This design comes from an exercise in tuning for small area, a short achievable clock period and few clock cycles on the open sky130 flow, not from production work. The RTL was checked by simulation tests, not by an equivalence proof against the original design. Power figures rest on the tool's default switching activity, not on a simulated workload.

==> flow/design.v <==
`default_nettype none
module alu_muldiv_unit #(
    parameter int WIDTH = 32,
    parameter int SHW   = $clog2(WIDTH)
) (
    input  wire logic             clk,
    input  wire logic             rst,
    input  wire logic [4:0]       ALUControl,
    input  wire logic [WIDTH-1:0] SrcA,
    input  wire logic [WIDTH-1:0] SrcB,
    input  wire logic             start,
    output logic      [WIDTH-1:0] ALUOut,
    output logic                  ZERO,
    output logic                  OVF,
    output logic                  busy,
    output logic                  done,
    output logic                  dz,
    output logic                  stall,
    output logic      [WIDTH-1:0] hi_o,
    output logic      [WIDTH-1:0] lo_o
);
    function automatic logic [5:0] bitlen(input logic [31:0] v);
        bitlen = 6'd0;
        for (int i = 0; i < 32; i++)
            if (v[i]) bitlen = 6'(i + 1);
    endfunction
    function automatic logic [31:0] lowor(input logic [31:0] v);
        logic [31:0] t;
        t = {v[30:0], 1'b0};
        for (int l = 0; l < 5; l++)
            for (int i = 0; i < 32; i++)
                if ((i >> l) & 1) t[i] = t[i] | t[((i >> l) << l) - 1];
        lowor = t;
    endfunction
    function automatic logic [31:0] rev32(input logic [31:0] v);
        for (int i = 0; i < 32; i++) rev32[i] = v[31-i];
    endfunction
    logic        r_busy, r_div, r_done, r_dz, r_negq, r_negr;
    logic [3:0]  r_cnt;
    logic [31:0] r_hi, r_lo;
    logic [33:0] r_x;      
    logic [31:0] r_y;      
    logic [8:0]  r_yb;     
    logic [4:0]  op;
    logic [31:0] a, b;
    assign op = ALUControl;
    assign a  = SrcA;
    assign b  = SrcB;
    logic [31:0] addr, bx, shres, alu;
    logic        co, sub, slt, sltu, ovf;
    logic [31:0] sh_in, sh_out;
    logic [63:0] sh_ext;
    logic        sh_left, sh_fill;
    assign sub  = ~op[0] | op[1];
    assign bx   = b ^ {32{sub}};
    assign {co, addr} = {1'b0, a} + {1'b0, bx} + {32'd0, sub};
    assign sltu = ~co;
    assign slt  = (a[31] ^ b[31]) ? a[31] : addr[31];
    assign sh_left = (op == 5'd9);
    assign sh_fill = (op == 5'd11) & b[31];
    assign sh_in   = sh_left ? rev32(b) : b;
    assign sh_ext  = {{32{sh_fill}}, sh_in};
    assign sh_out  = 32'(sh_ext >> a[4:0]);
    assign shres   = sh_left ? rev32(sh_out) : sh_out;
    logic [31:0] alu_o, zk;
    logic        s_as, s_lt, lt, z_as, z_o;
    always_comb begin
        alu_o = '0;
        case (op)
            5'd0:  alu_o = b;
            5'd3:  alu_o = a | b;
            5'd4:  alu_o = a & b;
            5'd5:  alu_o = a ^ b;
            5'd6:  alu_o = ~(a | b);
            5'd9, 5'd10, 5'd11: alu_o = shres;
            5'd16: alu_o = hi_o;
            5'd17: alu_o = lo_o;
            default: alu_o = '0;
        endcase
    end
    assign s_as = (op == 5'd1) | (op == 5'd2);
    assign s_lt = (op == 5'd7) | (op == 5'd8);
    assign lt   = op[0] ? slt : sltu;
    assign alu  = s_as ? addr : (s_lt ? {31'd0, lt} : alu_o);
    assign ovf  = s_as & (a[31] == bx[31]) & (addr[31] != a[31]);
    assign zk   = (a ^ bx) ^ {a[30:0] | bx[30:0], sub};
    assign z_as = ~|zk;
    always_comb begin
        case (op)
            5'd0:    z_o = ~|b;
            5'd3:    z_o = ~|(a | b);
            5'd4:    z_o = ~|(a & b);
            5'd5:    z_o = (a == b);
            5'd6:    z_o = &(a | b);
            5'd9, 5'd10, 5'd11: z_o = ~|shres;
            5'd16:   z_o = ~|r_hi;           
            5'd17:   z_o = ~|r_lo;
            default: z_o = 1'b1;
        endcase
    end
    assign ALUOut = alu;
    assign ZERO   = s_as ? z_as : (s_lt ? ~lt : z_o);
    assign OVF    = ovf;
    logic accept, is_md, is_seq;
    assign is_md  = (op[4:2] == 3'b011);                  
    assign is_seq = is_md | (op[4:2] == 3'b100);           
    assign accept = ~r_busy & start & is_md;
    assign busy  = r_busy | accept;
    assign stall = busy & is_seq;
    assign done  = r_done;
    assign dz    = r_dz;
    logic [31:0] hi_neg, lo_neg;
    assign hi_neg = r_hi ^ lowor(r_hi);
    assign lo_neg = r_lo ^ lowor(r_lo);
    assign hi_o = (r_done & r_negr) ? hi_neg : r_hi;
    assign lo_o = (r_done & r_negq) ? lo_neg : r_lo;
    logic        sgn, a_neg, b_neg, is_div;
    logic [31:0] mag_a, mag_b;
    assign is_div = op[1];
    assign sgn    = ~op[0];
    assign a_neg  = sgn & a[31];
    assign b_neg  = sgn & b[31];
    assign mag_a  = a ^ ({32{a_neg}} & lowor(a));
    assign mag_b  = b ^ ({32{b_neg}} & lowor(b));
    logic [5:0]  wa, wb;
    logic signed [6:0] dsh;
    logic [4:0]  dsh_odd;
    logic        b_zero, d_none;
    logic [3:0]  d_cnt;
    logic [33:0] d_al;
    assign wa      = a_neg ? bitlen(~a) + 6'd1 : bitlen(a);
    assign wb      = b_neg ? bitlen(~b | 32'd1) : bitlen(b);
    assign dsh     = $signed({1'b0, wa}) - $signed({1'b0, wb});
    assign b_zero  = (b == '0);
    assign d_none  = dsh[6] & ~b_zero;                    
    assign dsh_odd = b_zero ? 5'd31 : (dsh[4:0] | 5'd1);
    assign d_cnt   = dsh_odd[4:1];                         
    assign d_al    = {2'b00, mag_b} << dsh_odd;
    logic        uns;
    logic [2:0]  ga, gb, gm;
    logic        swap;
    logic [31:0] m_x, m_y;
    assign uns = op[0];
    function automatic logic [2:0] groups(input logic [31:0] v, input logic u);
        logic s;
        s = v[31];
        if (u & s)                       groups = 3'd4;
        else if (v == '0)                groups = 3'd0;
        else if (v[31:7]  == {25{s}})    groups = 3'd1;
        else if (v[31:15] == {17{s}})    groups = 3'd2;
        else if (v[31:23] == {9{s}})     groups = 3'd3;
        else                             groups = 3'd4;
    endfunction
    assign ga   = groups(a, uns);
    assign gb   = groups(b, uns);
    assign swap = (gb > ga);
    assign m_y  = swap ? a : b;
    assign m_x  = swap ? b : a;
    assign gm   = swap ? ga : gb;
    logic [8:0]  yb_a, yb_b;
    assign yb_a = ygroup(a, ga[1:0] - 2'd1);
    assign yb_b = ygroup(b, gb[1:0] - 2'd1);
    function automatic logic [8:0] ygroup(input logic [31:0] y, input logic [1:0] g);
        case (g)
            2'd0:    ygroup = {y[7:0], 1'b0};
            2'd1:    ygroup = y[15:7];
            2'd2:    ygroup = y[23:15];
            default: ygroup = y[31:23];
        endcase
    endfunction
    logic [8:0]  ybits;       
    logic [63:0] acc_new;
    assign ybits = r_yb;
    logic [63:0] pp [4];
    logic [63:0] nk;
    always_comb begin
        nk = '0;
        nk[63:33] = 31'h7FFFFFAB;    
        for (int j = 0; j < 4; j++) begin
            logic y0, y1, y2, one, two, neg;
            logic [33:0] mag, p;
            y0  = ybits[2*j];
            y1  = ybits[2*j+1];
            y2  = ybits[2*j+2];
            one = y1 ^ y0;
            two = (y2 ^ y1) & ~one;
            neg = y2;
            mag = one ? {r_x[32], r_x[32:0]} : (two ? {r_x[32:0], 1'b0} : 34'd0);
            p   = neg ? ~mag : mag;
            pp[j] = 64'({~p[33], p[32:0]}) << (2*j);
            nk[2*j] = neg;
        end
    end
    function automatic logic [127:0] csa(input logic [63:0] x, y, z);
        csa = {((x & y) | (x & z) | (y & z)) << 1, x ^ y ^ z};
    endfunction
    logic [63:0] s1, c1, s2, c2, s3, c3, s4, c4, acc8;
    logic        acc_co;
    assign acc8 = {r_hi[23:0], r_lo, 8'd0};
    assign {c1, s1} = csa(pp[0], pp[1], pp[2]);
    assign {c2, s2} = csa(pp[3], acc8, nk);
    assign {c3, s3} = csa(s1, c1, s2);
    assign {c4, s4} = csa(s3, c3, c2);
    amd_pfx_add #(64, 1) u_mcpa (.a(s4), .b(c4), .cin(1'b0), .s(acc_new), .cout(acc_co));
    logic [33:0] t1, t2;
    logic        ge1, ge2;
    logic [31:0] r1, r2;
    logic [33:0] dx1;
    assign dx1 = {1'b0, r_x[33:1]};
    amd_pfx_add #(34) u_ds1 (.a({2'b00, r_hi}), .b(~r_x), .cin(1'b1), .s(t1), .cout(ge1));
    assign r1  = ge1 ? t1[31:0] : r_hi;
    amd_pfx_add #(34) u_ds2 (.a({2'b00, r1}), .b(~dx1), .cin(1'b1), .s(t2), .cout(ge2));
    assign r2  = ge2 ? t2[31:0] : r1;
    logic last;
    assign last = (r_cnt == 4'd0);
    always_ff @(posedge clk) begin
        if (rst) begin
            r_busy <= 1'b0;
            r_done <= 1'b0;
            r_dz   <= 1'b0;
            r_negq <= 1'b0;
            r_negr <= 1'b0;
            r_hi   <= '0;
            r_lo   <= '0;
        end else begin
            r_done <= 1'b0;
            r_hi   <= hi_o;
            r_lo   <= lo_o;
            if (accept) begin
                r_div <= is_div;
                if (is_div) begin
                    r_busy <= ~d_none;
                    r_done <= d_none;
                    r_cnt  <= d_cnt;
                    r_x    <= d_al;
                    r_hi   <= mag_a;
                    r_lo   <= '0;
                    r_dz   <= b_zero;
                    r_negq <= a_neg ^ b_neg;
                    r_negr <= a_neg;
                end else begin
                    r_busy <= (gm != 3'd0);
                    r_done <= (gm == 3'd0);
                    r_cnt  <= {2'b00, gm[1:0] - 2'd1};
                    r_x    <= {1'b0, ~uns & m_x[31], m_x};
                    r_y    <= m_y;
                    r_yb   <= swap ? yb_a : yb_b;
                    r_hi   <= '0;
                    r_lo   <= (uns & m_y[31]) ? m_x : '0;
                    r_dz   <= 1'b0;
                    r_negq <= 1'b0;
                    r_negr <= 1'b0;
                end
            end else if (r_busy) begin
                r_cnt <= r_cnt - 4'd1;
                if (last) begin
                    r_busy <= 1'b0;
                    r_done <= 1'b1;
                end
                if (r_div) begin
                    r_x  <= {2'b00, r_x[33:2]};
                    r_hi <= r2;
                    r_lo <= {r_lo[29:0], ge1, ge2};
                end else begin
                    {r_hi, r_lo} <= acc_new;
                    r_yb         <= ygroup(r_y, r_cnt[1:0] - 2'd1);
                end
            end else if (start) begin
                if (op == 5'd18) r_hi <= a;
                if (op == 5'd19) r_lo <= a;
            end
        end
    end
endmodule
module amd_pfx_add #(
    parameter int N    = 32,
    parameter int FAST = 0
) (
    input  wire logic [N-1:0] a,
    input  wire logic [N-1:0] b,
    input  wire logic         cin,
    output logic      [N-1:0] s,
    output logic              cout
);
    localparam int L = $clog2(N + 1);
    logic [N:0] g, p, gg, pp;
    always_comb begin
        g  = {a & b, cin};
        p  = {a ^ b, 1'b0};
        gg = g;
        pp = p;
        if (FAST != 0) begin
            for (int l = 0; l < L; l++) begin
                for (int i = N; i >= 0; i--)
                    if ((i >> l) & 1) begin
                        gg[i] = gg[i] | (pp[i] & gg[((i >> l) << l) - 1]);
                        pp[i] = pp[i] & pp[((i >> l) << l) - 1];
                    end
            end
        end else begin
            for (int l = 0; l < L; l++) begin
                for (int i = N; i >= 0; i--)
                    if (((i + 1) % (2 << l)) == 0) begin
                        gg[i] = gg[i] | (pp[i] & gg[i - (1 << l)]);
                        pp[i] = pp[i] & pp[i - (1 << l)];
                    end
            end
            for (int l = L - 1; l >= 0; l--) begin
                for (int i = N; i >= 0; i--)
                    if (((i + 1) % (2 << l)) == (1 << l) && i >= (2 << l)) begin
                        gg[i] = gg[i] | (pp[i] & gg[i - (1 << l)]);
                        pp[i] = pp[i] & pp[i - (1 << l)];
                    end
            end
        end
        s    = p[N:1] ^ gg[N-1:0];
        cout = gg[N];
    end
endmodule
`default_nettype wire
clock: 9.5 ns
lec_check: 0
abc_area: 1
cap_margin: 20
core_margin: 2
core_utilization: 45
place_density: 0.6
setup_slack_margin: 2.0
slew_margin: 20
standard.sh (not shown) runs the stock make flow with config.mk's settings and CLKGATE_MAP_FILE= SYNTH_SCRIPT=/design/flow/synth_recipe.tcl, a recipe that flattens the netlist after the stock synthesis.
==> flow/flow/run.sh <==
#!/bin/bash
# Standard layout, except: synthesis leaves adders to ABC (no full/half-adder
# cell mapping), the ports are buffered by buf_2 cells (in place of the
# default delay-buffer cells), and repair may resize across footprints.
set -euo pipefail
cd "$(dirname "${BASH_SOURCE[0]}")/.."
bash standard.sh ADDER_MAP_FILE= \
    'BUFFER_PORTS_ARGS=-buffer_cell sky130_fd_sc_hd__buf_2' \
    MATCH_CELL_FOOTPRINT=0 finish > flow_make.log 2>&1
Testbench counts at the start, summed over its fixed seeds: cycles 6,323.
Change:
--- a/flow/design.v
+++ b/flow/design.v
@@ -156,11 +156,8 @@
     assign swap = (gb > ga);
     assign m_y  = swap ? a : b;
     assign m_x  = swap ? b : a;
     assign gm   = swap ? ga : gb;
-    logic [8:0]  yb_a, yb_b;
-    assign yb_a = ygroup(a, ga[1:0] - 2'd1);
-    assign yb_b = ygroup(b, gb[1:0] - 2'd1);
     function automatic logic [8:0] ygroup(input logic [31:0] y, input logic [1:0] g);
         case (g)
             2'd0:    ygroup = {y[7:0], 1'b0};
             2'd1:    ygroup = y[15:7];
@@ -243,9 +240,9 @@
                     r_done <= (gm == 3'd0);
                     r_cnt  <= {2'b00, gm[1:0] - 2'd1};
                     r_x    <= {1'b0, ~uns & m_x[31], m_x};
                     r_y    <= m_y;
-                    r_yb   <= swap ? yb_a : yb_b;
+                    r_yb   <= ygroup(m_y, gm[1:0] - 2'd1);
                     r_hi   <= '0;
                     r_lo   <= (uns & m_y[31]) ? m_x : '0;
                     r_dz   <= 1'b0;
                     r_negq <= 1'b0;
Effect:
- The new run completed with no timing, DRC or antenna violations
- sequential power stays flat
- final area falls slightly
- power falls slightly
- clock skew rises by 0.013 ns
- core utilization rises by 0.27 points
- clock-buffer cell count falls by 1
Testbench counts after the change, summed over its fixed seeds: cycles 6,323.

## what the ideal ports hide
No port has a modelled driver above. Below, the same layouts with a new extraction and two added sets of constraints.
Step 1 (the two cells are an assumption about what drives the block):
set clk [get_ports {clk}]
set_driving_cell -lib_cell sky130_fd_sc_hd__clkbuf_16 $clk
set_driving_cell -lib_cell sky130_fd_sc_hd__buf_2 [delete_from_list [all_inputs] $clk]
Step 2 also shifts input and output timing later by t, the mid clock arrival at the registers, as if the neighbouring blocks saw the same clock.
Slacks: no drivers / after step 1 / after step 2; pairs: no drivers / after step 1.
| run | t, ns | slack for setup (ns) | slew at the worst register clock pin (ns) |
|---|---|---|---|
| the first run | 0.555 | 1.711 / 1.673 / 1.454 | 0.07 / 0.07 |
| the second run | 0.549 | 1.839 / 1.816 / 1.405 | 0.09 / 0.09 |
After both steps every run listed still meets setup and hold. The setup slack of the second run, which loses most, moves by -0.023 ns with the drivers and by -0.434 ns with both steps.
